This is an optimization exercise on Yosys and OpenROAD, whose aim is small area, not a production implementation. The RTL was checked by simulation tests, not by an equivalence proof against the original design.

===== flow/run.sh =====
#!/bin/bash
# synth_recipe.tcl (not shown) runs the flow's synth.tcl, then flattens the netlist and writes it again
# the make line also repeats each setting of config.mk as NAME=value (left out here)
make -C /OpenROAD-flow-scripts/flow DESIGN_CONFIG=/design/flow/config.mk WORK_HOME=/design/flow/orfs CLKGATE_MAP_FILE= SYNTH_SCRIPT=/design/flow/synth_recipe.tcl finish

===== flow/constraint.sdc =====
create_clock -name core_clock -period 6.0 [get_ports {clk}]
set_input_delay 1.2000 -clock core_clock [delete_from_list [all_inputs] [get_ports {clk}]]
set_output_delay 1.2000 -clock core_clock [all_outputs]
set_load 0.01 [all_outputs]

===== flow/config.mk =====
export PLATFORM = sky130hd
export DESIGN_NAME = pa_rf_scoreboard
export DESIGN_NICKNAME = pa_rf_scoreboard
export VERILOG_FILES = /design/flow/design.v
export SDC_FILE = /design/flow/constraint.sdc
export NUM_CORES = 4
export LEC_CHECK = 0
export CAP_MARGIN = 20
export CORE_MARGIN = 2
export CORE_UTILIZATION = 40
export SLEW_MARGIN = 20

===== flow/design.v =====
`default_nettype none
package pa_pipe_pkg;
    localparam int DATA_W = 32;
    localparam int ADDR_W = 5;
    typedef logic [ADDR_W-1:0] reg_idx_t;
    typedef logic [DATA_W-1:0] word_t;
    localparam reg_idx_t REG_ZERO = '0;
endpackage
`default_nettype wire
`default_nettype none
module pa_regfile_array #(
    parameter int DATA_W = 32,
    parameter int ADDR_W = 5,
    parameter int NREGS  = 32
) (
    input  logic              clk,
    input  logic              rst_n,
    input  logic              we,
    input  logic [ADDR_W-1:0] waddr,
    input  logic [DATA_W-1:0] wdata,
    input  logic [ADDR_W-1:0] raddr_a,
    input  logic [ADDR_W-1:0] raddr_b,
    output logic [DATA_W-1:0] rdata_a,
    output logic [DATA_W-1:0] rdata_b
);
    logic [DATA_W-1:0] r_regs [NREGS];
    always_ff @(posedge clk or negedge rst_n) begin
        if (!rst_n) begin
            for (int i = 0; i < NREGS; i++) begin
                r_regs[i] <= '0;
            end
        end else if (we && (waddr != pa_pipe_pkg::REG_ZERO)) begin
            r_regs[waddr] <= wdata;
        end
    end
    always_comb begin
        rdata_a = r_regs[raddr_a];
        if (raddr_a == pa_pipe_pkg::REG_ZERO) begin
            rdata_a = '0;
        end else if (we && (waddr == raddr_a)) begin
            rdata_a = wdata;
        end
    end
    always_comb begin
        rdata_b = r_regs[raddr_b];
        if (raddr_b == pa_pipe_pkg::REG_ZERO) begin
            rdata_b = '0;
        end else if (we && (waddr == raddr_b)) begin
            rdata_b = wdata;
        end
    end
endmodule
`default_nettype wire
`default_nettype none
module pa_rf_scoreboard #(
    parameter int DATA_W = 32,
    parameter int ADDR_W = 5,
    parameter int NREGS  = 32
) (
    input  logic              clk,
    input  logic              rst_n,
    input  logic              issue_valid,
    output logic              issue_ready,
    input  logic [ADDR_W-1:0] issue_rs,
    input  logic [ADDR_W-1:0] issue_rt,
    input  logic [ADDR_W-1:0] issue_rd,
    input  logic              issue_wen,
    output logic              op_valid,
    output logic [DATA_W-1:0] rs_data,
    output logic [DATA_W-1:0] rt_data,
    output logic [ADDR_W-1:0] op_rd,
    input  logic              wb_valid,
    input  logic [ADDR_W-1:0] wb_rd,
    input  logic [DATA_W-1:0] wb_data,
    output logic [ADDR_W:0]   pending_cnt,
    output logic              wb_err
);
    localparam logic [NREGS-1:0] c_one = {{(NREGS-1){1'b0}}, 1'b1};
    logic [NREGS-1:0]  r_busy;
    logic [NREGS-1:0]  w_wb_clr;
    logic [NREGS-1:0]  w_iss_set;
    logic [NREGS-1:0]  w_busy_eff;
    logic              w_wb_active;
    logic              w_accept;
    logic              w_set_en;
    logic              w_clr_busy;
    logic [DATA_W-1:0] w_rd_a;
    logic [DATA_W-1:0] w_rd_b;
    logic              r_op_valid;
    logic [DATA_W-1:0] r_rs_data;
    logic [DATA_W-1:0] r_rt_data;
    logic [ADDR_W-1:0] r_op_rd;
    logic [ADDR_W:0]   r_pending_cnt;
    logic              r_wb_err;
    pa_regfile_array #(
        .DATA_W (DATA_W),
        .ADDR_W (ADDR_W),
        .NREGS  (NREGS)
    ) u_regs (
        .clk     (clk),
        .rst_n   (rst_n),
        .we      (wb_valid),
        .waddr   (wb_rd),
        .wdata   (wb_data),
        .raddr_a (issue_rs),
        .raddr_b (issue_rt),
        .rdata_a (w_rd_a),
        .rdata_b (w_rd_b)
    );
    assign w_wb_active = wb_valid && (wb_rd != pa_pipe_pkg::REG_ZERO);
    assign w_wb_clr    = w_wb_active ? (c_one << wb_rd) : '0;
    assign w_busy_eff  = r_busy & ~w_wb_clr;
    assign issue_ready = ~w_busy_eff[issue_rs] & ~w_busy_eff[issue_rt]
                       & ~(issue_wen & w_busy_eff[issue_rd]);
    assign w_accept    = issue_valid & issue_ready;
    assign w_set_en    = w_accept & issue_wen & (issue_rd != pa_pipe_pkg::REG_ZERO);
    assign w_iss_set   = w_set_en ? (c_one << issue_rd) : '0;
    assign w_clr_busy  = w_wb_active & r_busy[wb_rd];
    always_ff @(posedge clk or negedge rst_n) begin
        if (!rst_n) begin
            r_busy        <= '0;
            r_pending_cnt <= '0;
            r_wb_err      <= 1'b0;
        end else begin
            r_busy <= (r_busy & ~w_wb_clr) | w_iss_set;
            case ({w_set_en, w_clr_busy})
                2'b10:   r_pending_cnt <= r_pending_cnt + (ADDR_W+1)'(1);
                2'b01:   r_pending_cnt <= r_pending_cnt - (ADDR_W+1)'(1);
                default: r_pending_cnt <= r_pending_cnt;
            endcase
            if (w_wb_active && !r_busy[wb_rd]) begin
                r_wb_err <= 1'b1;
            end
        end
    end
    always_ff @(posedge clk or negedge rst_n) begin
        if (!rst_n) begin
            r_op_valid <= 1'b0;
            r_rs_data  <= '0;
            r_rt_data  <= '0;
            r_op_rd    <= '0;
        end else begin
            r_op_valid <= w_accept;
            if (w_accept) begin
                r_rs_data <= w_rd_a;
                r_rt_data <= w_rd_b;
                r_op_rd   <= issue_rd;
            end
        end
    end
    assign op_valid    = r_op_valid;
    assign rs_data     = r_rs_data;
    assign rt_data     = r_rt_data;
    assign op_rd       = r_op_rd;
    assign pending_cnt = r_pending_cnt;
    assign wb_err      = r_wb_err;
endmodule
`default_nettype wire

==> run notes <==
[routing by layer]
layer	GRT usage (%)	routed length (µm)
met5	0.240	145
met4	23.9	21900
met3	15.5	41700
met2	52.2	110000
met1	49.5	103000
[layout by cell type, fill, tap and decap left out, types with 10 or more instances in the layout]
| master | netlist | routed |
|---|---|---|
| o21ai_0 | 61 | 61 |
| or4_1 | 31 | 31 |
| buf_2 | 14 | 17 |
| a2111oi_0 | 46 | 46 |
| buf_4 | 2 | 276 |
| inv_1 | 19 | 19 |
| and4_1 | 14 | 14 |
| buf_12 | 0 | 44 |
| dfrtp_1 | 1101 | 1101 |
| and3_1 | 142 | 139 |
| clkinv_2 | 0 | 23 |
| nand4_1 | 130 | 130 |
| o31ai_1 | 30 | 30 |
| nor4_1 | 26 | 24 |
| nor3_1 | 18 | 17 |
| mux2_1 | 10 | 10 |
| clkbuf_8 | 0 | 29 |
| a21oi_1 | 104 | 104 |
| diode_2 | 0 | 16 |
| bufinv_16 | 0 | 12 |
| a221oi_1 | 41 | 41 |
| mux4_2 | 21 | 21 |
| nand2_1 | 153 | 136 |
| nand3_1 | 93 | 91 |
| a222oi_1 | 41 | 41 |
| clkdlybuf4s50_1 | 0 | 115 |
| nor2_1 | 104 | 39 |
| a22oi_1 | 752 | 752 |
| or3_1 | 23 | 23 |
| clkbuf_16 | 0 | 118 |
| clkbuf_1 | 383 | 21 |
| mux2_2 | 995 | 995 |
| nand2_2 | 0 | 11 |
| xor2_1 | 11 | 11 |
| mux2_4 | 58 | 58 |
| and2_2 | 0 | 13 |
| nor2_4 | 0 | 64 |
| o211ai_1 | 45 | 45 |
[registers in the layout, summed over array words and instances (netlist names)]
register and count:
r_wb_err 1, u_regs.r_regs 992, r_op_valid 1, r_pending_cnt 6, r_rs_data 32, r_rt_data 32, r_op_rd 5, r_busy 32
[cells by family (layout without fill, tap and decap cells)]
kind of cell,count (synthesis),after routing
adder cells (fa/ha/maj),6,6
flip-flops,1101,1101
XOR/XNOR,18,18
AND/OR/NAND/NOR,791,791
buffers and inverters,502,695
other,0,16
multiplexers,1091,1091
AO/OA/AOI/OAI,1180,1180
[power breakdown]
part / internal (mW) / switching [mW] / total [mW]
clock network: 4.50 / 3.36 / 7.86
logic: 2.01 / 1.70 / 3.71
registers: 8.96 / 1.42 / 10.4
total: 15.5 / 6.48 / 22.0
[critical path, stage by stage]
cell	delay [ns]
clkdlybuf4s50_1	0.51
buf_4	0.21
or4b_1	0.64
o21ai_1	0.35
buf_4	0.20
o21ai_1	0.07
a21oi_1	0.18
a2111oi_2	0.12
a221oi_4	0.40
buf_4	0.18
clkdlybuf4s50_1	0.52
[what timing repair did]
item / in CTS / in global routing
gates resized for setup: 1 / 0
hold buffers: 0 / 0
endpoints found under the setup margin: 1 / 0
[area by class of cell]
type	count	area, µm²	area share (%)
diodes	16	40.0	0.0617
clock inverters	55	677	1.04
clock buffers	168	3430	5.29
inverters	19	71.3	0.110
multi-input cells	3086	26600	41.1
repair buffers	453	4200	6.48
well taps	1794	2240	3.46
flip-flops and latches	1101	27600	42.5
[final timing paths]
path | start | end | depth (start not counted)
hold / removal | rst_n | u_regs.r_regs[16][10]$_DFFE_PN0P_ | 1
setup reg to reg | r_busy[30]$_DFF_PN0_ | r_pending_cnt[5]$_DFFE_PN0P_ | 16
setup / recovery | wb_rd[3] | issue_ready | 11
hold reg to reg | r_pending_cnt[5]$_DFFE_PN0P_ | r_pending_cnt[5]$_DFFE_PN0P_ | 1
max in group asynchronous | rst_n | u_regs.r_regs[31][19]$_DFFE_PN0P_ | 2
min in group core_clock | r_pending_cnt[5]$_DFFE_PN0P_ | r_pending_cnt[5]$_DFFE_PN0P_ | 1
[through the flow]
| step | worst slack (ns) | instance area, µm² | cells | setup TNS, ns | hold WS [ns] |
|---|---|---|---|---|---|
| 6_report | 0.218 | 64900 | 6692 | 0 | 0.462 |
| 2_1_floorplan | 0.608 | 55500 | 4689 | 0 | 0.460 |
| 3_5_place_dp | -0.0529 | 60800 | 6452 | -0.269 | 0.468 |
| 4_1_cts | 0.268 | 64900 | 6675 | 0 | 0.481 |
| 5_1_grt | 0.158 | 64800 | 6680 | 0 | 0.495 |
| 3_3_place_gp | -0.0449 | 60800 | 6452 | -0.0617 | 0.470 |
==> flow_summary.toml <==
[outcome]
status = "no timing/DRC/antenna violations"

[sta]
worst_slew_pin_slew_ns = 1.34
maxSlewViolCount = 0
fin_crit_ns = 5.78
max_freq_mhz = 173
maxSlewHeadroom_pct = 10.6
rsz0062_at_grt = "false"
hold_viol = 0
fin_skew_ns = 0.0292
setup_violations = 0
finalCritPeriodShare_pct = 96.4

[clocking]
cts_setup_buffers = 0
cts_inserted_buffers = 118
cts_root_buf = "clkbuf_16"
cts_tree = "done"
clkSinkCount = 1101
path_clk_slew_ns = 0.06
clockBufferDepth = 3
clk_latency_ns = 0.79
htree_num_levels = 3

[logic_synthesis]
synth-adder-area-share_pct = 0.149
synthSimpleGateAreaFrac_pct = 7.77
synth_area_um2 = 55500
synth_fp_nets = 4752
synth_compound_area_share_pct = 15.7
synth-xor-area-share_pct = 0.284
synth_top_area_share_pct = 49.7
ys_seq_area_share_pct = 49.7
synth.area.top_cells = "dfrtp_1, mux2_2, a22oi_1"
yosys-top-cells-count = "dfrtp_1, mux2_2, a22oi_1"
synth_cell_types = 76
synth_edf_count = 0
yosysMostFrequentCell = "dfrtp_1"
post_synth_mux_area_share_pct = 22.9
dominantRegCellSynth = "dfrtp_1"
synth_top_family_by_area = "multiplexers"
syn_avg_cell_area_um2 = 11.8
ys_ff_latch = 1101
synthesis.instances = 4689
synth-warning-count = 3
synth.largest_area_cell = "dfrtp_1"
synthArstFlopShare_pct = 100

[worst_setup_path]
rrSetupSlack_ns = 1.72
crit_arrival_ns = 4.58
start_kind = "primary input"
required_ns = 4.80
crit_path_end_kind = "primary output"
path_class = "in2out"
crit_path_max_fanout = 7

[detailed_routing]
drt-initial-drc-count = 10400
dr_total_vias = 49400
drtPass1Iterations = 12
ant_nets = 0
routed_wl_mm = 276
vias_per_cell = 7.39
wl_per_cell_um = 41.2
drc_errors = 0

[die]
ios = 135
die_h_um = 376
die_w_um = 376
num_rows = 136
core_um2 = 138000
start_util_pct = 40.3
dieArea_um2 = 142000

[cells_and_area]
finish.utilization_pct = 47.1
syn_to_final_growth_pct = 16.9
drive_gt1_share_pct = 35.5
fin_nets = 4842
nFillCells = 12400

[global_routing]
grt_max_degree = 139
grt.total_usage_pct = 38.1
antenna_found_initial = 18
grt_pass1_vias = 46900
grt_pass1_wl_mm = 380
overflow = 0

[power_and_ir_drop]
p_total_mw = 22.0
p_leak_nw = 28.4
power.density_nw_per_um2 = 339
max-vdd-ir-drop_mv = 0.255

[placed_design]
io_buffers = 134
post-dp-hpwl_mm = 165
gp_congestion = 0.980

[min_path]
hold_class = "in2async"

[run]
cap_violations = 0

-- what the ideal ports hide --
The flow's constraints put no driver on any port. The routed layout listed below was extracted and timed again, unchanged, in two steps. Step 1 (the two cells are an assumption about what drives the block):
set clk [get_ports {clk}]
set_driving_cell -lib_cell sky130_fd_sc_hd__clkbuf_16 $clk
set_driving_cell -lib_cell sky130_fd_sc_hd__buf_2 [delete_from_list [all_inputs] $clk]
Step 2 moves the port delays by t, midway between the first and last clock arrival at a register: inputs arrive t later, outputs are due t later. That takes back most of the time a late clock gives input paths. a / b / c = no drivers / after step 1 / after step 2; a / b = the first two.
t (ns): 0.856
setup slack, ns: 0.218 / 0.189 / -0.007
pins driven straight from the clock port: 1
Met with ideal ports but missed after step 2: setup timing in this run. For this run, drivers alone change the setup slack by -0.029 ns; drivers and shift together by -0.225 ns.
